This design comes from an exercise in tuning for small area, a short achievable clock period and few clock cycles per item on the open sky130 flow, not from production work.
RTL that was checked went through simulation tests only; none was proved equivalent to the original.
Function not checked in run 2: the RTL went through the layout flow alone.

## flow/design.v (module list and top-level ports; edited modules follow where they fit)
// module wvb_sat_rom: 142 lines
// module wvb_colormap_top: 11341 lines
module wvb_colormap_top (
  input  logic        clk,
  input  logic        rst,
  input  logic        in_valid,
  output logic        in_stall,
  input  logic [15:0] in_ct_ref,
  input  logic [15:0] in_aff_ref,
  input  logic [15:0] in_ct_tar,
  input  logic [15:0] in_aff_tar,
  output logic        out_valid,
  input  logic        out_stall,
  output logic [15:0] out_blend,
  output logic [7:0]  out_red,
  output logic [7:0]  out_green,
  output logic [7:0]  out_blue,
  input  logic        cfg_valid,
  output logic        cfg_ready,
  input  logic [15:0] cfg_data
);
  // ...
==> flow/run.sh <==
#!/bin/bash
# synth_recipe.tcl (not shown) runs the flow's synth.tcl, then flattens the netlist and writes it again
# the make line also repeats each setting of config.mk as NAME=value (left out here)
make -C /OpenROAD-flow-scripts/flow DESIGN_CONFIG=/design/flow/config.mk WORK_HOME=/design/flow/orfs CLKGATE_MAP_FILE= SYNTH_SCRIPT=/design/flow/synth_recipe.tcl finish
==> flow/config.mk <==
export PLATFORM = sky130hd
export DESIGN_NAME = wvb_colormap_top
export DESIGN_NICKNAME = wvb_colormap_top
export VERILOG_FILES = /design/flow/design.v
export SDC_FILE = /design/flow/constraint.sdc
export NUM_CORES = 4
export LEC_CHECK = 0
export CAP_MARGIN = 20
export CORE_MARGIN = 2
export CORE_UTILIZATION = 55
export CTS_CLUSTER_DIAMETER = 100
export CTS_CLUSTER_SIZE = 20
export PLACE_DENSITY = 0.7
export SETUP_SLACK_MARGIN = 4.5
export SLEW_MARGIN = 20
==> flow/constraint.sdc <==
create_clock -name core_clock -period 8.0 [get_ports {clk}]
set_input_delay 1.6000 -clock core_clock [delete_from_list [all_inputs] [get_ports {clk}]]
set_output_delay 1.6000 -clock core_clock [all_outputs]
set_load 0.01 [all_outputs]
==> results.yml, run 1 <==
route:
  wl_met3_mm: 13.6
  first_pass_iters: 6
  wl_met2_mm: 130
  detail-route-antenna-nets: 0
  vias: 69200
  routed_wirelength_mm: 258
cells_and_area:
  clkbuf_count: 166
  final_cell_mix: "edfxtp_1, inv_1, ha_1"
  layout.nonclk_buf_share_pct: 2.88
  clk_share_pct: 2.79
  seq_area_sq_um: 59800
sta:
  grt_setup_unrepaired: "true"
  setup_viol: 0
  fin_ws_ns: 4.20
  timing.hold.ws_ns: 0.399
worst_setup_path:
  cp-endpoint: "r22_P[15]$_DFFE_PN_"
  path_buf_inv: 2
  timing.rr.start: "r21_cmm[33]$_DFFE_PN_"
  cp_slowest_cell: "fa_1"
cts:
  clock_latency_ns: 0.81
  cts_max_level: 3
global_route:
  grt_util_met3_pct: 2.81
  grt_usage_pct: 24.1
  grt_pass1_vias: 71100
  grt.overflow.total: 0
  grt_busiest_layer: "met2"
outcome:
  status: "timing/DRC/antenna clean"
logic_synthesis:
  synth.top_cell.area_share_pct: 50.4
  seq_area_frac_synth_pct: 52.1
placed_design:
  hpwl_mm: 182
  port_buffers: 126
hold_path:
  min_from: "r9_bN[5]$_DFFE_PN_"
  hold_path_class: "flip-flop to flip-flop"
die:
  die-area_sq_um: 212000
  die_x_microns: 461
Testbench counts, summed over its fixed seeds: cycles 12,192, items 12,000.
==> run 2: changes to the inputs <==
--- a/flow/design.v
+++ b/flow/design.v
@@ -10916,558 +10916,54 @@
   assign fs_5165 = fc_5108 ^ fs_5109 ^ r21_cmm[112];
   assign fc_5166 = (fc_5108 & fs_5109) | (r21_cmm[112] & (fc_5108 ^ fs_5109));
   wire [0:0] fs_5167;
   wire [0:0] fc_5168;
   assign fs_5167 = fc_5110 ^ r21_cmm[113] ^ r21_cmm[114];
   assign fc_5168 = (fc_5110 & r21_cmm[113]) | (r21_cmm[114] & (fc_5110 ^ r21_cmm[113]));
   wire [61:0] cmm_5169;
   assign cmm_5169 = {r21_cmm[115], fc_5168, fs_5167, fc_5166, fs_5165, fc_5164, fs_5163, fc_5162, fs_5161, fc_5160, fs_5159, fc_5158, fs_5157, fc_5156, fs_5155, fc_5154, fs_5153, fc_5152, fs_5151, fc_5150, fs_5149, fc_5148, fs_5147, fc_5146, fs_5145, fc_5144, fs_5143, fc_5142, fs_5141, fc_5140, fs_5139, fc_5138, fs_5137, fc_5136, fs_5135, fc_5134, fs_5133, fc_5132, fs_5131, fc_5130, fs_5129, fc_5128, fs_5127, fc_5126, fs_5125, fc_5124, fs_5123, fc_5122, fs_5121, fc_5120, fs_5119, fc_5118, fs_5117, fc_5116, fs_5115, fc_5114, fs_5113, hc_5112, r21_cmm[4], hs_5111, r21_cmm[1], r21_cmm[0]};
-  wire [0:0] cg_5170;
-  wire [0:0] cp_5171;
-  assign cg_5170 = cmm_5169[0] & cmm_5169[1];
-  assign cp_5171 = cmm_5169[0] ^ cmm_5169[1];
-  wire [0:0] cg_5172;
-  wire [0:0] cp_5173;
-  assign cg_5172 = cmm_5169[2] & cmm_5169[3];
-  assign cp_5173 = cmm_5169[2] ^ cmm_5169[3];
-  wire [0:0] cg_5174;
-  wire [0:0] cp_5175;
-  assign cg_5174 = cmm_5169[4] & cmm_5169[5];
-  assign cp_5175 = cmm_5169[4] ^ cmm_5169[5];
-  wire [0:0] cg_5176;
-  wire [0:0] cp_5177;
-  assign cg_5176 = cmm_5169[6] & cmm_5169[7];
-  assign cp_5177 = cmm_5169[6] ^ cmm_5169[7];
-  wire [0:0] cg_5178;
-  wire [0:0] cp_5179;
-  assign cg_5178 = cmm_5169[8] & cmm_5169[9];
-  assign cp_5179 = cmm_5169[8] ^ cmm_5169[9];
-  wire [0:0] cg_5180;
-  wire [0:0] cp_5181;
-  assign cg_5180 = cmm_5169[10] & cmm_5169[11];
-  assign cp_5181 = cmm_5169[10] ^ cmm_5169[11];
-  wire [0:0] cg_5182;
-  wire [0:0] cp_5183;
-  assign cg_5182 = cmm_5169[12] & cmm_5169[13];
-  assign cp_5183 = cmm_5169[12] ^ cmm_5169[13];
-  wire [0:0] cg_5184;
-  wire [0:0] cp_5185;
-  assign cg_5184 = cmm_5169[14] & cmm_5169[15];
-  assign cp_5185 = cmm_5169[14] ^ cmm_5169[15];
-  wire [0:0] cg_5186;
-  wire [0:0] cp_5187;
-  assign cg_5186 = cmm_5169[16] & cmm_5169[17];
-  assign cp_5187 = cmm_5169[16] ^ cmm_5169[17];
-  wire [0:0] cg_5188;
-  wire [0:0] cp_5189;
-  assign cg_5188 = cmm_5169[18] & cmm_5169[19];
-  assign cp_5189 = cmm_5169[18] ^ cmm_5169[19];
-  wire [0:0] cg_5190;
-  wire [0:0] cp_5191;
-  assign cg_5190 = cmm_5169[20] & cmm_5169[21];
-  assign cp_5191 = cmm_5169[20] ^ cmm_5169[21];
-  wire [0:0] cg_5192;
-  wire [0:0] cp_5193;
-  assign cg_5192 = cmm_5169[22] & cmm_5169[23];
-  assign cp_5193 = cmm_5169[22] ^ cmm_5169[23];
-  wire [0:0] cg_5194;
-  wire [0:0] cp_5195;
-  assign cg_5194 = cmm_5169[24] & cmm_5169[25];
-  assign cp_5195 = cmm_5169[24] ^ cmm_5169[25];
-  wire [0:0] cg_5196;
-  wire [0:0] cp_5197;
-  assign cg_5196 = cmm_5169[26] & cmm_5169[27];
-  assign cp_5197 = cmm_5169[26] ^ cmm_5169[27];
-  wire [0:0] cg_5198;
-  wire [0:0] cp_5199;
-  assign cg_5198 = cmm_5169[28] & cmm_5169[29];
-  assign cp_5199 = cmm_5169[28] ^ cmm_5169[29];
-  wire [0:0] cg_5200;
-  wire [0:0] cp_5201;
-  assign cg_5200 = cmm_5169[30] & cmm_5169[31];
-  assign cp_5201 = cmm_5169[30] ^ cmm_5169[31];
-  wire [0:0] cg_5202;
-  wire [0:0] cp_5203;
-  assign cg_5202 = cmm_5169[32] & cmm_5169[33];
-  assign cp_5203 = cmm_5169[32] ^ cmm_5169[33];
-  wire [0:0] cg_5204;
-  wire [0:0] cp_5205;
-  assign cg_5204 = cmm_5169[34] & cmm_5169[35];
-  assign cp_5205 = cmm_5169[34] ^ cmm_5169[35];
-  wire [0:0] cg_5206;
-  wire [0:0] cp_5207;
-  assign cg_5206 = cmm_5169[36] & cmm_5169[37];
-  assign cp_5207 = cmm_5169[36] ^ cmm_5169[37];
-  wire [0:0] cg_5208;
-  wire [0:0] cp_5209;
-  assign cg_5208 = cmm_5169[38] & cmm_5169[39];
-  assign cp_5209 = cmm_5169[38] ^ cmm_5169[39];
-  wire [0:0] cg_5210;
-  wire [0:0] cp_5211;
-  assign cg_5210 = cmm_5169[40] & cmm_5169[41];
-  assign cp_5211 = cmm_5169[40] ^ cmm_5169[41];
-  wire [0:0] cg_5212;
-  wire [0:0] cp_5213;
-  assign cg_5212 = cmm_5169[42] & cmm_5169[43];
-  assign cp_5213 = cmm_5169[42] ^ cmm_5169[43];
-  wire [0:0] cg_5214;
-  wire [0:0] cp_5215;
-  assign cg_5214 = cmm_5169[44] & cmm_5169[45];
-  assign cp_5215 = cmm_5169[44] ^ cmm_5169[45];
-  wire [0:0] cg_5216;
-  wire [0:0] cp_5217;
-  assign cg_5216 = cmm_5169[46] & cmm_5169[47];
-  assign cp_5217 = cmm_5169[46] ^ cmm_5169[47];
-  wire [0:0] cg_5218;
-  wire [0:0] cp_5219;
-  assign cg_5218 = cmm_5169[48] & cmm_5169[49];
-  assign cp_5219 = cmm_5169[48] ^ cmm_5169[49];
-  wire [0:0] cg_5220;
-  wire [0:0] cp_5221;
-  assign cg_5220 = cmm_5169[50] & cmm_5169[51];
-  assign cp_5221 = cmm_5169[50] ^ cmm_5169[51];
-  wire [0:0] cg_5222;
-  wire [0:0] cp_5223;
-  assign cg_5222 = cmm_5169[52] & cmm_5169[53];
-  assign cp_5223 = cmm_5169[52] ^ cmm_5169[53];
-  wire [0:0] cg_5224;
-  wire [0:0] cp_5225;
-  assign cg_5224 = cmm_5169[54] & cmm_5169[55];
-  assign cp_5225 = cmm_5169[54] ^ cmm_5169[55];
-  wire [0:0] cg_5226;
-  wire [0:0] cp_5227;
-  assign cg_5226 = cmm_5169[56] & cmm_5169[57];
-  assign cp_5227 = cmm_5169[56] ^ cmm_5169[57];
-  wire [0:0] cg_5228;
-  wire [0:0] cp_5229;
-  assign cg_5228 = cmm_5169[58] & cmm_5169[59];
-  assign cp_5229 = cmm_5169[58] ^ cmm_5169[59];
-  wire [0:0] cg_5230;
-  wire [0:0] cp_5231;
-  assign cg_5230 = cmm_5169[60] & cmm_5169[61];
-  assign cp_5231 = cmm_5169[60] ^ cmm_5169[61];
-  wire [0:0] cg_5232;
-  wire [0:0] cp_5233;
-  assign cg_5232 = 1'b0 & 1'b0;
-  assign cp_5233 = 1'b0 ^ 1'b0;
-  wire [0:0] cG_5234;
-  assign cG_5234 = cg_5172 | (cp_5173 & cg_5170);
-  wire [0:0] cP_5235;
-  assign cP_5235 = cp_5173 & cp_5171;
-  wire [0:0] cG_5236;
-  assign cG_5236 = cg_5176 | (cp_5177 & cg_5174);
-  wire [0:0] cP_5237;
-  assign cP_5237 = cp_5177 & cp_5175;
-  wire [0:0] cG_5238;
-  assign cG_5238 = cg_5180 | (cp_5181 & cg_5178);
-  wire [0:0] cP_5239;
-  assign cP_5239 = cp_5181 & cp_5179;
-  wire [0:0] cG_5240;
-  assign cG_5240 = cg_5184 | (cp_5185 & cg_5182);
-  wire [0:0] cP_5241;
-  assign cP_5241 = cp_5185 & cp_5183;
-  wire [0:0] cG_5242;
-  assign cG_5242 = cg_5188 | (cp_5189 & cg_5186);
-  wire [0:0] cP_5243;
-  assign cP_5243 = cp_5189 & cp_5187;
-  wire [0:0] cG_5244;
-  assign cG_5244 = cg_5192 | (cp_5193 & cg_5190);
-  wire [0:0] cP_5245;
-  assign cP_5245 = cp_5193 & cp_5191;
-  wire [0:0] cG_5246;
-  assign cG_5246 = cg_5196 | (cp_5197 & cg_5194);
-  wire [0:0] cP_5247;
-  assign cP_5247 = cp_5197 & cp_5195;
-  wire [0:0] cG_5248;
-  assign cG_5248 = cg_5200 | (cp_5201 & cg_5198);
-  wire [0:0] cP_5249;
-  assign cP_5249 = cp_5201 & cp_5199;
-  wire [0:0] cG_5250;
-  assign cG_5250 = cg_5204 | (cp_5205 & cg_5202);
-  wire [0:0] cP_5251;
-  assign cP_5251 = cp_5205 & cp_5203;
-  wire [0:0] cG_5252;
-  assign cG_5252 = cg_5208 | (cp_5209 & cg_5206);
-  wire [0:0] cP_5253;
-  assign cP_5253 = cp_5209 & cp_5207;
-  wire [0:0] cG_5254;
-  assign cG_5254 = cg_5212 | (cp_5213 & cg_5210);
-  wire [0:0] cP_5255;
-  assign cP_5255 = cp_5213 & cp_5211;
-  wire [0:0] cG_5256;
-  assign cG_5256 = cg_5216 | (cp_5217 & cg_5214);
-  wire [0:0] cP_5257;
-  assign cP_5257 = cp_5217 & cp_5215;
-  wire [0:0] cG_5258;
-  assign cG_5258 = cg_5220 | (cp_5221 & cg_5218);
-  wire [0:0] cP_5259;
-  assign cP_5259 = cp_5221 & cp_5219;
-  wire [0:0] cG_5260;
-  assign cG_5260 = cg_5224 | (cp_5225 & cg_5222);
-  wire [0:0] cP_5261;
-  assign cP_5261 = cp_5225 & cp_5223;
-  wire [0:0] cG_5262;
-  assign cG_5262 = cg_5228 | (cp_5229 & cg_5226);
-  wire [0:0] cP_5263;
-  assign cP_5263 = cp_5229 & cp_5227;
-  wire [0:0] cG_5264;
-  assign cG_5264 = cg_5232 | (cp_5233 & cg_5230);
-  wire [0:0] cP_5265;
-  assign cP_5265 = cp_5233 & cp_5231;
-  wire [0:0] cG_5266;
-  assign cG_5266 = cg_5174 | (cp_5175 & cG_5234);
-  wire [0:0] cP_5267;
-  assign cP_5267 = cp_5175 & cP_5235;
-  wire [0:0] cG_5268;
-  assign cG_5268 = cG_5236 | (cP_5237 & cG_5234);
-  wire [0:0] cP_5269;
-  assign cP_5269 = cP_5237 & cP_5235;
-  wire [0:0] cG_5270;
-  assign cG_5270 = cg_5182 | (cp_5183 & cG_5238);
-  wire [0:0] cP_5271;
-  assign cP_5271 = cp_5183 & cP_5239;
-  wire [0:0] cG_5272;
-  assign cG_5272 = cG_5240 | (cP_5241 & cG_5238);
-  wire [0:0] cP_5273;
-  assign cP_5273 = cP_5241 & cP_5239;
-  wire [0:0] cG_5274;
-  assign cG_5274 = cg_5190 | (cp_5191 & cG_5242);
-  wire [0:0] cP_5275;
-  assign cP_5275 = cp_5191 & cP_5243;
-  wire [0:0] cG_5276;
-  assign cG_5276 = cG_5244 | (cP_5245 & cG_5242);
-  wire [0:0] cP_5277;
-  assign cP_5277 = cP_5245 & cP_5243;
-  wire [0:0] cG_5278;
-  assign cG_5278 = cg_5198 | (cp_5199 & cG_5246);
-  wire [0:0] cP_5279;
-  assign cP_5279 = cp_5199 & cP_5247;
-  wire [0:0] cG_5280;
-  assign cG_5280 = cG_5248 | (cP_5249 & cG_5246);
-  wire [0:0] cP_5281;
-  assign cP_5281 = cP_5249 & cP_5247;
-  wire [0:0] cG_5282;
-  assign cG_5282 = cg_5206 | (cp_5207 & cG_5250);
-  wire [0:0] cP_5283;
-  assign cP_5283 = cp_5207 & cP_5251;
-  wire [0:0] cG_5284;
-  assign cG_5284 = cG_5252 | (cP_5253 & cG_5250);
-  wire [0:0] cP_5285;
-  assign cP_5285 = cP_5253 & cP_5251;
-  wire [0:0] cG_5286;
-  assign cG_5286 = cg_5214 | (cp_5215 & cG_5254);
-  wire [0:0] cP_5287;
-  assign cP_5287 = cp_5215 & cP_5255;
-  wire [0:0] cG_5288;
-  assign cG_5288 = cG_5256 | (cP_5257 & cG_5254);
-  wire [0:0] cP_5289;
-  assign cP_5289 = cP_5257 & cP_5255;
-  wire [0:0] cG_5290;
-  assign cG_5290 = cg_5222 | (cp_5223 & cG_5258);
-  wire [0:0] cP_5291;
-  assign cP_5291 = cp_5223 & cP_5259;
-  wire [0:0] cG_5292;
-  assign cG_5292 = cG_5260 | (cP_5261 & cG_5258);
-  wire [0:0] cP_5293;
-  assign cP_5293 = cP_5261 & cP_5259;
-  wire [0:0] cG_5294;
-  assign cG_5294 = cg_5230 | (cp_5231 & cG_5262);
-  wire [0:0] cP_5295;
-  assign cP_5295 = cp_5231 & cP_5263;
-  wire [0:0] cG_5296;
-  assign cG_5296 = cG_5264 | (cP_5265 & cG_5262);
-  wire [0:0] cP_5297;
-  assign cP_5297 = cP_5265 & cP_5263;
-  wire [0:0] cG_5298;
-  assign cG_5298 = cg_5178 | (cp_5179 & cG_5268);
-  wire [0:0] cP_5299;
-  assign cP_5299 = cp_5179 & cP_5269;
-  wire [0:0] cG_5300;
-  assign cG_5300 = cG_5238 | (cP_5239 & cG_5268);
-  wire [0:0] cP_5301;
-  assign cP_5301 = cP_5239 & cP_5269;
-  wire [0:0] cG_5302;
-  assign cG_5302 = cG_5270 | (cP_5271 & cG_5268);
-  wire [0:0] cP_5303;
-  assign cP_5303 = cP_5271 & cP_5269;
-  wire [0:0] cG_5304;
-  assign cG_5304 = cG_5272 | (cP_5273 & cG_5268);
-  wire [0:0] cP_5305;
-  assign cP_5305 = cP_5273 & cP_5269;
-  wire [0:0] cG_5306;
-  assign cG_5306 = cg_5194 | (cp_5195 & cG_5276);
-  wire [0:0] cP_5307;
-  assign cP_5307 = cp_5195 & cP_5277;
-  wire [0:0] cG_5308;
-  assign cG_5308 = cG_5246 | (cP_5247 & cG_5276);
-  wire [0:0] cP_5309;
-  assign cP_5309 = cP_5247 & cP_5277;
-  wire [0:0] cG_5310;
-  assign cG_5310 = cG_5278 | (cP_5279 & cG_5276);
-  wire [0:0] cP_5311;
-  assign cP_5311 = cP_5279 & cP_5277;
-  wire [0:0] cG_5312;
-  assign cG_5312 = cG_5280 | (cP_5281 & cG_5276);
-  wire [0:0] cP_5313;
-  assign cP_5313 = cP_5281 & cP_5277;
-  wire [0:0] cG_5314;
-  assign cG_5314 = cg_5210 | (cp_5211 & cG_5284);
-  wire [0:0] cP_5315;
-  assign cP_5315 = cp_5211 & cP_5285;
-  wire [0:0] cG_5316;
-  assign cG_5316 = cG_5254 | (cP_5255 & cG_5284);
-  wire [0:0] cP_5317;
-  assign cP_5317 = cP_5255 & cP_5285;
-  wire [0:0] cG_5318;
-  assign cG_5318 = cG_5286 | (cP_5287 & cG_5284);
-  wire [0:0] cP_5319;
-  assign cP_5319 = cP_5287 & cP_5285;
-  wire [0:0] cG_5320;
-  assign cG_5320 = cG_5288 | (cP_5289 & cG_5284);
-  wire [0:0] cP_5321;
-  assign cP_5321 = cP_5289 & cP_5285;
-  wire [0:0] cG_5322;
-  assign cG_5322 = cg_5226 | (cp_5227 & cG_5292);
-  wire [0:0] cP_5323;
-  assign cP_5323 = cp_5227 & cP_5293;
-  wire [0:0] cG_5324;
-  assign cG_5324 = cG_5262 | (cP_5263 & cG_5292);
-  wire [0:0] cP_5325;
-  assign cP_5325 = cP_5263 & cP_5293;
-  wire [0:0] cG_5326;
-  assign cG_5326 = cG_5294 | (cP_5295 & cG_5292);
-  wire [0:0] cP_5327;
-  assign cP_5327 = cP_5295 & cP_5293;
-  wire [0:0] cG_5328;
-  assign cG_5328 = cG_5296 | (cP_5297 & cG_5292);
-  wire [0:0] cP_5329;
-  assign cP_5329 = cP_5297 & cP_5293;
-  wire [0:0] cG_5330;
-  assign cG_5330 = cg_5186 | (cp_5187 & cG_5304);
-  wire [0:0] cP_5331;
-  assign cP_5331 = cp_5187 & cP_5305;
-  wire [0:0] cG_5332;
-  assign cG_5332 = cG_5242 | (cP_5243 & cG_5304);
-  wire [0:0] cP_5333;
-  assign cP_5333 = cP_5243 & cP_5305;
-  wire [0:0] cG_5334;
-  assign cG_5334 = cG_5274 | (cP_5275 & cG_5304);
-  wire [0:0] cP_5335;
-  assign cP_5335 = cP_5275 & cP_5305;
-  wire [0:0] cG_5336;
-  assign cG_5336 = cG_5276 | (cP_5277 & cG_5304);
-  wire [0:0] cP_5337;
-  assign cP_5337 = cP_5277 & cP_5305;
-  wire [0:0] cG_5338;
-  assign cG_5338 = cG_5306 | (cP_5307 & cG_5304);
-  wire [0:0] cP_5339;
-  assign cP_5339 = cP_5307 & cP_5305;
-  wire [0:0] cG_5340;
-  assign cG_5340 = cG_5308 | (cP_5309 & cG_5304);
-  wire [0:0] cP_5341;
-  assign cP_5341 = cP_5309 & cP_5305;
-  wire [0:0] cG_5342;
-  assign cG_5342 = cG_5310 | (cP_5311 & cG_5304);
-  wire [0:0] cP_5343;
-  assign cP_5343 = cP_5311 & cP_5305;
-  wire [0:0] cG_5344;
-  assign cG_5344 = cG_5312 | (cP_5313 & cG_5304);
-  wire [0:0] cP_5345;
-  assign cP_5345 = cP_5313 & cP_5305;
-  wire [0:0] cG_5346;
-  assign cG_5346 = cg_5218 | (cp_5219 & cG_5320);
-  wire [0:0] cP_5347;
-  assign cP_5347 = cp_5219 & cP_5321;
-  wire [0:0] cG_5348;
-  assign cG_5348 = cG_5258 | (cP_5259 & cG_5320);
-  wire [0:0] cP_5349;
-  assign cP_5349 = cP_5259 & cP_5321;
-  wire [0:0] cG_5350;
-  assign cG_5350 = cG_5290 | (cP_5291 & cG_5320);
-  wire [0:0] cP_5351;
-  assign cP_5351 = cP_5291 & cP_5321;
-  wire [0:0] cG_5352;
-  assign cG_5352 = cG_5292 | (cP_5293 & cG_5320);
-  wire [0:0] cP_5353;
-  assign cP_5353 = cP_5293 & cP_5321;
-  wire [0:0] cG_5354;
-  assign cG_5354 = cG_5322 | (cP_5323 & cG_5320);
-  wire [0:0] cP_5355;
-  assign cP_5355 = cP_5323 & cP_5321;
-  wire [0:0] cG_5356;
-  assign cG_5356 = cG_5324 | (cP_5325 & cG_5320);
-  wire [0:0] cP_5357;
-  assign cP_5357 = cP_5325 & cP_5321;
-  wire [0:0] cG_5358;
-  assign cG_5358 = cG_5326 | (cP_5327 & cG_5320);
-  wire [0:0] cP_5359;
-  assign cP_5359 = cP_5327 & cP_5321;
-  wire [0:0] cG_5360;
-  assign cG_5360 = cG_5328 | (cP_5329 & cG_5320);
-  wire [0:0] cP_5361;
-  assign cP_5361 = cP_5329 & cP_5321;
-  wire [0:0] cG_5362;
-  assign cG_5362 = cg_5202 | (cp_5203 & cG_5344);
-  wire [0:0] cP_5363;
-  assign cP_5363 = cp_5203 & cP_5345;
-  wire [0:0] cG_5364;
-  assign cG_5364 = cG_5250 | (cP_5251 & cG_5344);
-  wire [0:0] cP_5365;
-  assign cP_5365 = cP_5251 & cP_5345;
-  wire [0:0] cG_5366;
-  assign cG_5366 = cG_5282 | (cP_5283 & cG_5344);
-  wire [0:0] cP_5367;
-  assign cP_5367 = cP_5283 & cP_5345;
-  wire [0:0] cG_5368;
-  assign cG_5368 = cG_5284 | (cP_5285 & cG_5344);
-  wire [0:0] cP_5369;
-  assign cP_5369 = cP_5285 & cP_5345;
-  wire [0:0] cG_5370;
-  assign cG_5370 = cG_5314 | (cP_5315 & cG_5344);
-  wire [0:0] cP_5371;
-  assign cP_5371 = cP_5315 & cP_5345;
-  wire [0:0] cG_5372;
-  assign cG_5372 = cG_5316 | (cP_5317 & cG_5344);
-  wire [0:0] cP_5373;
-  assign cP_5373 = cP_5317 & cP_5345;
-  wire [0:0] cG_5374;
-  assign cG_5374 = cG_5318 | (cP_5319 & cG_5344);
-  wire [0:0] cP_5375;
-  assign cP_5375 = cP_5319 & cP_5345;
-  wire [0:0] cG_5376;
-  assign cG_5376 = cG_5320 | (cP_5321 & cG_5344);
-  wire [0:0] cP_5377;
-  assign cP_5377 = cP_5321 & cP_5345;
-  wire [0:0] cG_5378;
-  assign cG_5378 = cG_5346 | (cP_5347 & cG_5344);
-  wire [0:0] cP_5379;
-  assign cP_5379 = cP_5347 & cP_5345;
-  wire [0:0] cG_5380;
-  assign cG_5380 = cG_5348 | (cP_5349 & cG_5344);
-  wire [0:0] cP_5381;
-  assign cP_5381 = cP_5349 & cP_5345;
-  wire [0:0] cG_5382;
-  assign cG_5382 = cG_5350 | (cP_5351 & cG_5344);
-  wire [0:0] cP_5383;
-  assign cP_5383 = cP_5351 & cP_5345;
-  wire [0:0] cG_5384;
-  assign cG_5384 = cG_5352 | (cP_5353 & cG_5344);
-  wire [0:0] cP_5385;
-  assign cP_5385 = cP_5353 & cP_5345;
-  wire [0:0] cG_5386;
-  assign cG_5386 = cG_5354 | (cP_5355 & cG_5344);
-  wire [0:0] cP_5387;
-  assign cP_5387 = cP_5355 & cP_5345;
-  wire [0:0] cG_5388;
-  assign cG_5388 = cG_5356 | (cP_5357 & cG_5344);
-  wire [0:0] cP_5389;
-  assign cP_5389 = cP_5357 & cP_5345;
-  wire [0:0] cG_5390;
-  assign cG_5390 = cG_5358 | (cP_5359 & cG_5344);
-  wire [0:0] cP_5391;
-  assign cP_5391 = cP_5359 & cP_5345;
-  wire [0:0] cG_5392;
-  assign cG_5392 = cG_5360 | (cP_5361 & cG_5344);
-  wire [0:0] cP_5393;
-  assign cP_5393 = cP_5361 & cP_5345;
-  wire [0:0] cs_5394;
-  assign cs_5394 = cp_5173 ^ cg_5170;
-  wire [0:0] cs_5395;
-  assign cs_5395 = cp_5175 ^ cG_5234;
-  wire [0:0] cs_5396;
-  assign cs_5396 = cp_5177 ^ cG_5266;
-  wire [0:0] cs_5397;
-  assign cs_5397 = cp_5179 ^ cG_5268;
-  wire [0:0] cs_5398;
-  assign cs_5398 = cp_5181 ^ cG_5298;
-  wire [0:0] cs_5399;
-  assign cs_5399 = cp_5183 ^ cG_5300;
-  wire [0:0] cs_5400;
-  assign cs_5400 = cp_5185 ^ cG_5302;
-  wire [0:0] cs_5401;
-  assign cs_5401 = cp_5187 ^ cG_5304;
-  wire [0:0] cs_5402;
-  assign cs_5402 = cp_5189 ^ cG_5330;
-  wire [0:0] cs_5403;
-  assign cs_5403 = cp_5191 ^ cG_5332;
-  wire [0:0] cs_5404;
-  assign cs_5404 = cp_5193 ^ cG_5334;
-  wire [0:0] cs_5405;
-  assign cs_5405 = cp_5195 ^ cG_5336;
-  wire [0:0] cs_5406;
-  assign cs_5406 = cp_5197 ^ cG_5338;
-  wire [0:0] cs_5407;
-  assign cs_5407 = cp_5199 ^ cG_5340;
-  wire [0:0] cs_5408;
-  assign cs_5408 = cp_5201 ^ cG_5342;
-  wire [0:0] cs_5409;
-  assign cs_5409 = cp_5203 ^ cG_5344;
-  wire [0:0] cs_5410;
-  assign cs_5410 = cp_5205 ^ cG_5362;
-  wire [0:0] cs_5411;
-  assign cs_5411 = cp_5207 ^ cG_5364;
-  wire [0:0] cs_5412;
-  assign cs_5412 = cp_5209 ^ cG_5366;
-  wire [0:0] cs_5413;
-  assign cs_5413 = cp_5211 ^ cG_5368;
-  wire [0:0] cs_5414;
-  assign cs_5414 = cp_5213 ^ cG_5370;
-  wire [0:0] cs_5415;
-  assign cs_5415 = cp_5215 ^ cG_5372;
-  wire [0:0] cs_5416;
-  assign cs_5416 = cp_5217 ^ cG_5374;
-  wire [0:0] cs_5417;
-  assign cs_5417 = cp_5219 ^ cG_5376;
-  wire [0:0] cs_5418;
-  assign cs_5418 = cp_5221 ^ cG_5378;
-  wire [0:0] cs_5419;
-  assign cs_5419 = cp_5223 ^ cG_5380;
-  wire [0:0] cs_5420;
-  assign cs_5420 = cp_5225 ^ cG_5382;
-  wire [0:0] cs_5421;
-  assign cs_5421 = cp_5227 ^ cG_5384;
-  wire [0:0] cs_5422;
-  assign cs_5422 = cp_5229 ^ cG_5386;
-  wire [0:0] cs_5423;
-  assign cs_5423 = cp_5231 ^ cG_5388;
-  wire [0:0] cs_5424;
-  assign cs_5424 = cp_5233 ^ cG_5390;
-  wire [15:0] P_5425;
-  assign P_5425 = {cs_5424, cs_5423, cs_5422, cs_5421, cs_5420, cs_5419, cs_5418, cs_5417, cs_5416, cs_5415, cs_5414, cs_5413, cs_5412, cs_5411, cs_5410, cs_5409};
-  wire [2:0] sc_5426;
-  assign sc_5426 = r21_sec;
+  wire [31:0] ra_5170;
+  wire [31:0] rb_5171;
+  assign ra_5170 = {1'b0, cmm_5169[60], cmm_5169[58], cmm_5169[56], cmm_5169[54], cmm_5169[52], cmm_5169[50], cmm_5169[48], cmm_5169[46], cmm_5169[44], cmm_5169[42], cmm_5169[40], cmm_5169[38], cmm_5169[36], cmm_5169[34], cmm_5169[32], cmm_5169[30], cmm_5169[28], cmm_5169[26], cmm_5169[24], cmm_5169[22], cmm_5169[20], cmm_5169[18], cmm_5169[16], cmm_5169[14], cmm_5169[12], cmm_5169[10], cmm_5169[8], cmm_5169[6], cmm_5169[4], cmm_5169[2], cmm_5169[0]};
+  assign rb_5171 = {1'b0, cmm_5169[61], cmm_5169[59], cmm_5169[57], cmm_5169[55], cmm_5169[53], cmm_5169[51], cmm_5169[49], cmm_5169[47], cmm_5169[45], cmm_5169[43], cmm_5169[41], cmm_5169[39], cmm_5169[37], cmm_5169[35], cmm_5169[33], cmm_5169[31], cmm_5169[29], cmm_5169[27], cmm_5169[25], cmm_5169[23], cmm_5169[21], cmm_5169[19], cmm_5169[17], cmm_5169[15], cmm_5169[13], cmm_5169[11], cmm_5169[9], cmm_5169[7], cmm_5169[5], cmm_5169[3], cmm_5169[1]};
+  wire [31:0] p_5172;
+  assign p_5172 = ra_5170 + rb_5171;
+  wire [15:0] P_5173;
+  assign P_5173 = p_5172[31:16];
+  wire [2:0] sc_5174;
+  assign sc_5174 = r21_sec;
   reg v22;
   reg [15:0] r22_bN;
   reg [7:0] r22_sv;
   reg [15:0] r22_P;
   reg [2:0] r22_sc;
   always @(posedge clk) begin
     if (rst) v22 <= 1'b0;
     else if (pe) v22 <= v21;
   end
   always @(posedge clk) begin
     if (pe) begin
       r22_bN <= r21_bN;
       r22_sv <= r21_sv;
-      r22_P <= P_5425;
-      r22_sc <= sc_5426;
+      r22_P <= P_5173;
+      r22_sc <= sc_5174;
     end
   end
-  wire [7:0] mv_5427;
-  assign mv_5427 = ~(r22_P[15:8] + {7'd0, r22_P[7:0] > r22_P[15:8]});
-  wire [7:0] r_5428;
-  wire [7:0] g_5429;
-  wire [7:0] b_5430;
-  assign r_5428 = (r22_sc == 3'd1 || r22_sc == 3'd4) ? mv_5427 : (r22_sc == 3'd2 || r22_sc == 3'd3) ? r22_sv : 8'd255;
-  assign g_5429 = (r22_sc == 3'd3 || r22_sc == 3'd0 || r22_sc > 3'd4) ? mv_5427 : (r22_sc == 3'd4) ? r22_sv : 8'd255;
-  assign b_5430 = (r22_sc == 3'd2) ? mv_5427 : (r22_sc == 3'd1 || r22_sc == 3'd0 || r22_sc > 3'd4) ? r22_sv : 8'd255;
-  wire [15:0] bl_5431;
-  assign bl_5431 = r22_bN;
-  wire [39:0] res = {bl_5431, r_5428, g_5429, b_5430};
+  wire [7:0] mv_5175;
+  assign mv_5175 = ~(r22_P[15:8] + {7'd0, r22_P[7:0] > r22_P[15:8]});
+  wire [7:0] r_5176;
+  wire [7:0] g_5177;
+  wire [7:0] b_5178;
+  assign r_5176 = (r22_sc == 3'd1 || r22_sc == 3'd4) ? mv_5175 : (r22_sc == 3'd2 || r22_sc == 3'd3) ? r22_sv : 8'd255;
+  assign g_5177 = (r22_sc == 3'd3 || r22_sc == 3'd0 || r22_sc > 3'd4) ? mv_5175 : (r22_sc == 3'd4) ? r22_sv : 8'd255;
+  assign b_5178 = (r22_sc == 3'd2) ? mv_5175 : (r22_sc == 3'd1 || r22_sc == 3'd0 || r22_sc > 3'd4) ? r22_sv : 8'd255;
+  wire [15:0] bl_5179;
+  assign bl_5179 = r22_bN;
+  wire [39:0] res = {bl_5179, r_5176, g_5177, b_5178};
   wire        res_v = v22;
   always @(posedge clk) begin
     if (rst) begin
       out_valid <= 1'b0;
       skid_full <= 1'b0;
     end else begin
       out_valid <= skid_full | (out_valid & out_stall) | res_v;
       skid_full <= out_stall & (skid_full | (res_v & out_valid));
==> run 2 against run 1 <==
Register-to-register slack lost 0.06 ns. Critical path type unchanged. Wire length fell by 5.3%. Fmax shrank 1.5%. Worst setup slack got worse by 0.057 ns. Clock-buffer cell count down 13. Via count decreased by 0.29%. Sequential cell count unchanged. Non-clock buffer count is 16 higher. Global-route usage shrank 1.2 points. Final cell count rose by 0.85%. Still clean on timing, DRC and antenna. Highest routed layer is now met4. First-iteration DRC count shrank 3.9%.
==> results.yml, run 2 <==
outcome:
  status: "timing/DRC/antenna clean"
worst_setup_path:
  cp_max_fo: 4
  slowest_delay_ns: 0.54
  cp_slowest_cell: "fa_1"
  critPathLaunch: "r21_cmm[15]$_DFFE_PN_"
  rrSetupSlack_ns: 4.14
  timing.rr.start: "r21_cmm[15]$_DFFE_PN_"
  crit_type: "flip-flop to flip-flop"
  path_buf_inv: 4
  path_depth: 16
  r2r_end: "r22_P[6]$_DFFE_PN_"
  crit_chain: "inv_2 > fa_1 > inv_1 > fa_1 > ha_1 > a21o_1 > a2111oi_2 > a21oi_1 > o21a_2 > o311ai_4 > buf_4 > buf_6 > a21boi_4 > o21a_1 > nor2_1 > xnor2_1"
  crit_family: "compound AO/OA/AOI/OAI gates"
  worstPathArrival_ns: 4.41
  worst_setup_path_start_kind: "flip-flop"
  cp_common_cell: "fa_1"
  endpoint_kind: "flip-flop"
  worstRegToRegCells: 16
  cp-endpoint: "r22_P[6]$_DFFE_PN_"
  critical_path_required_ns: 8.55
placed_design:
  port_buffers: 126
  place_congestion: 0.871
  hpwl_mm: 176
  postPlaceCellArea_sq_um: 119000
  dp_cells: 11800
cts:
  clock_latency_ns: 0.80
  cts_tree: "yes"
  cts_hold_buf: 0
  clock_path_buffers: 3
  cts_max_level: 3
  clock_sink_count: 2023
  cts_made_buffers: 114
  cts-root-buf: "clkbuf_16"
  clkTransAtPathRegs_ns: 0.08
cells_and_area:
  largest_register_ffs: 181
  finalNonFillerCells: 12200
  drive_gt1_share_pct: 9.19
  final_cell_mix: "edfxtp_1, inv_1, ha_1"
  final_common_cell: "edfxtp_1"
  largestRegisters: "r2_nmm x181, r21_cmm x116, r3_nmm x66"
  final_nets: 10700
  fin_area_sq_um: 125000
  areaGrowthSynthToFinish_pct: 8.87
  regMostFlops: "r2_nmm"
global_route:
  grt_antenna_before_repair: 2
  grt_max_degree: 198
  grt_pass1_vias: 71600
  grt.overflow.total: 0
  grt_usage_pct: 22.9
  grt_pass1_wl_mm: 386
logic_synthesis:
  synth_top_area_cell: "edfxtp_1"
  synthMuxAreaShare_pct: 3.41
  seq_area_frac_synth_pct: 52.1
  yosys.area_share.simple_pct: 7.75
  ys_top_cells_by_count: "edfxtp_1, inv_1, ha_1, fa_1, nor2_1"
  yosys-top-cells-area: "edfxtp_1, fa_1, ha_1"
  synth_flop_cell: "edfxtp_1"
  synth.top_cell.area_share_pct: 50.4
  synth_fa_ha_area_share_pct: 18.4
  synth.most_common_cell: "edfxtp_1"
  synth_cell_types: 88
  synth_async_sr_flop_share_pct: 0
  synth_xor_area_share_pct: 5.26
  synth_edf_count: 1926
  syn_nets: 10500
  synth_compound_area_share_pct: 8.53
  synth.ff_latch_count: 2023
  syn-cell-area_sq_um: 115000
  netlist_instances: 9102
  yosys_warnings: 2
  syn_avg_cell_area_sq_um: 12.6
  synth_top_family_by_area: "adder cells"
die:
  die_h_microns: 461
  die-area_sq_um: 212000
  num_io_pins: 128
  die_x_microns: 461
  initial_utilization_pct: 55.4
  core_area_sq_um: 207000
  rows: 167
sta:
  fin_crit_ns: 3.86
  setup_viol: 0
  fin_crit_sh_pct: 48.3
  maxSlewHeadroom_pct: 13.9
  fmaxAchievable_mhz: 259
  timing.hold.ws_ns: 0.406
  hold_violations: 0
  worst_pin_slew_ns: 1.28
  drv_slew: 0
  setup_tns_ns: 0
  finClkSkew_ns: 0.0477
  grt_setup_unrepaired: "true"
hold_path:
  min_path_cells: 0
  hold_path_class: "flip-flop to flip-flop"
route:
  detail-route-antenna-nets: 0
  routed_wirelength_mm: 244
  viasPerCell: 5.68
  wl_per_cell_microns: 20.1
  vias: 69000
  first_iter_violations: 5553
  first_pass_iters: 6
  drc: 0
flow_run:
  maxCapViolCount: 0
==> run 2: cell count changes in the layout (fill, tap and decap cells not counted), moves of 24 or more <==
cell,before,now
a21oi_1,347,322
inv_1,1092,1049
nor3_1,127,99
mux2_2,276,226
o21ai_0,231,258
nand3_1,61,94
mux2i_1,154,130
o31ai_1,6,36
a21o_1,138,112
nand2_1,298,356
nor2_1,463,559
and2_1,286,259
==> run 2: logic make-up (layout without fill, tap and decap cells) <==
logic type / after synthesis / after routing
DFF: 2023 / 2023
and+or+nand+nor: 1806 / 1808
AOI/OAI and AO/OA: 1511 / 1513
buffers and inverters: 1383 / 1638
adders and majority gates: 1327 / 1327
xor gates and xnor gates: 690 / 690
muxes: 361 / 361
other: 1 / 4
==> run 2: how the worst min path moves through the flow <==
stage / start / slack [ns] / to
final: r15_bN[9]$_DFFE_PN_ / 0.41 / r16_bN[10]$_DFFE_PN_
after global routing: r14_bN[9]$_DFFE_PN_ / 0.42 / r15_bN[10]$_DFFE_PN_
after CTS: r17_hq[14]$_DFFE_PN_ / 0.40 / r18_hq[15]$_DFFE_PN_
after detailed placement: r9_hq[1]$_DFFE_PN_ / 0.40 / r10_hq[2]$_DFFE_PN_
after global placement: r12_hq[10]$_DFFE_PN_ / 0.40 / r13_hq[11]$_DFFE_PN_
after floorplan: r9_bN[9]$_DFFE_PN_ / 0.40 / r10_bN[10]$_DFFE_PN_
==> run 2: what timing repair did <==
item,4_1_cts,5_1_grt
setup endpoints to repair,393,444
gates cloned,3,4
pin swaps,39,51
buffers inserted,59,133
gates resized for setup,104,116
==> run 2: through the flow <==
stage / setup slack [ns] / utilization (%)
2_1_floorplan: -21.47 / -
3_3_place_gp: 3.64 / 57.5
3_5_place_dp: 3.57 / 57.5
4_1_cts: 4.15 / 59.5
5_1_grt: 3.95 / 60.3
6_report: 4.14 / 60.3
==> run 2: layer usage <==
layer	up-vias	track usage, %	part of all wire, %
met4	0	8.03	3.4
met3	420	2.51	4.6
met1	34300	29.2	41
met2	1874	40.5	51
li1	32400	-	-
met5	-	0	0
==> run 2: cell type report <==
type / instances / area (sq um)
Antenna cell: 3 / 7.51
Clock buffer: 153 / 3040
Timing Repair Buffer: 397 / 3740
Tap cell: 2788 / 3490
Fill cell: 16200 / 82300
Sequential cell: 2023 / 59800
Multi-Input combinational cell: 5700 / 50600
Clock inverter: 14 / 277
Timing Repair inverter: 1 / 7.51
Inverter: 1073 / 4090
==> run 2: worst reg2reg max path, cell delays in order, from the launching register on <==
cell and delay (ns):
edfxtp_1 0.35, inv_2 0.04, fa_1 0.54, inv_1 0.06, fa_1 0.45, ha_1 0.31, a21o_1 0.18, a2111oi_2 0.29
a21oi_1 0.12, o21a_2 0.23, o311ai_4 0.29, buf_4 0.17, buf_6 0.10, a21boi_4 0.07, o21a_1 0.21, nor2_1 0.11
xnor2_1 0.08

## port drivers added, routing unchanged
How much do the figures lean on ideal ports? The routed layouts below were timed once more, with nothing changed but the port constraints.
Step 1, drivers: a clkbuf_16 drives clk and a buf_2 each remaining input, both assumed.
Step 2 moves the port delays by t, midway between the first and last clock arrival at a register: inputs arrive t later, outputs are due t later. That takes back most of the time a late clock gives input paths.
Slacks: ideal / step 1 / step 2; pairs: ideal / step 1.
run	t, ns	setup WS [ns]	hold slack, ns	worst setup path at the end
run 1	0.877	4.196 / 4.196 / 4.186	0.399 / 0.399 / 0.399	input to register
run 2	0.867	4.140 / 4.140 / 4.140	0.406 / 0.406 / 0.406	register to register
After both steps setup and hold are still met in every run listed. The setup slack of run 1, which loses most, moves by 0.000 ns with the drivers and by -0.010 ns with both steps.
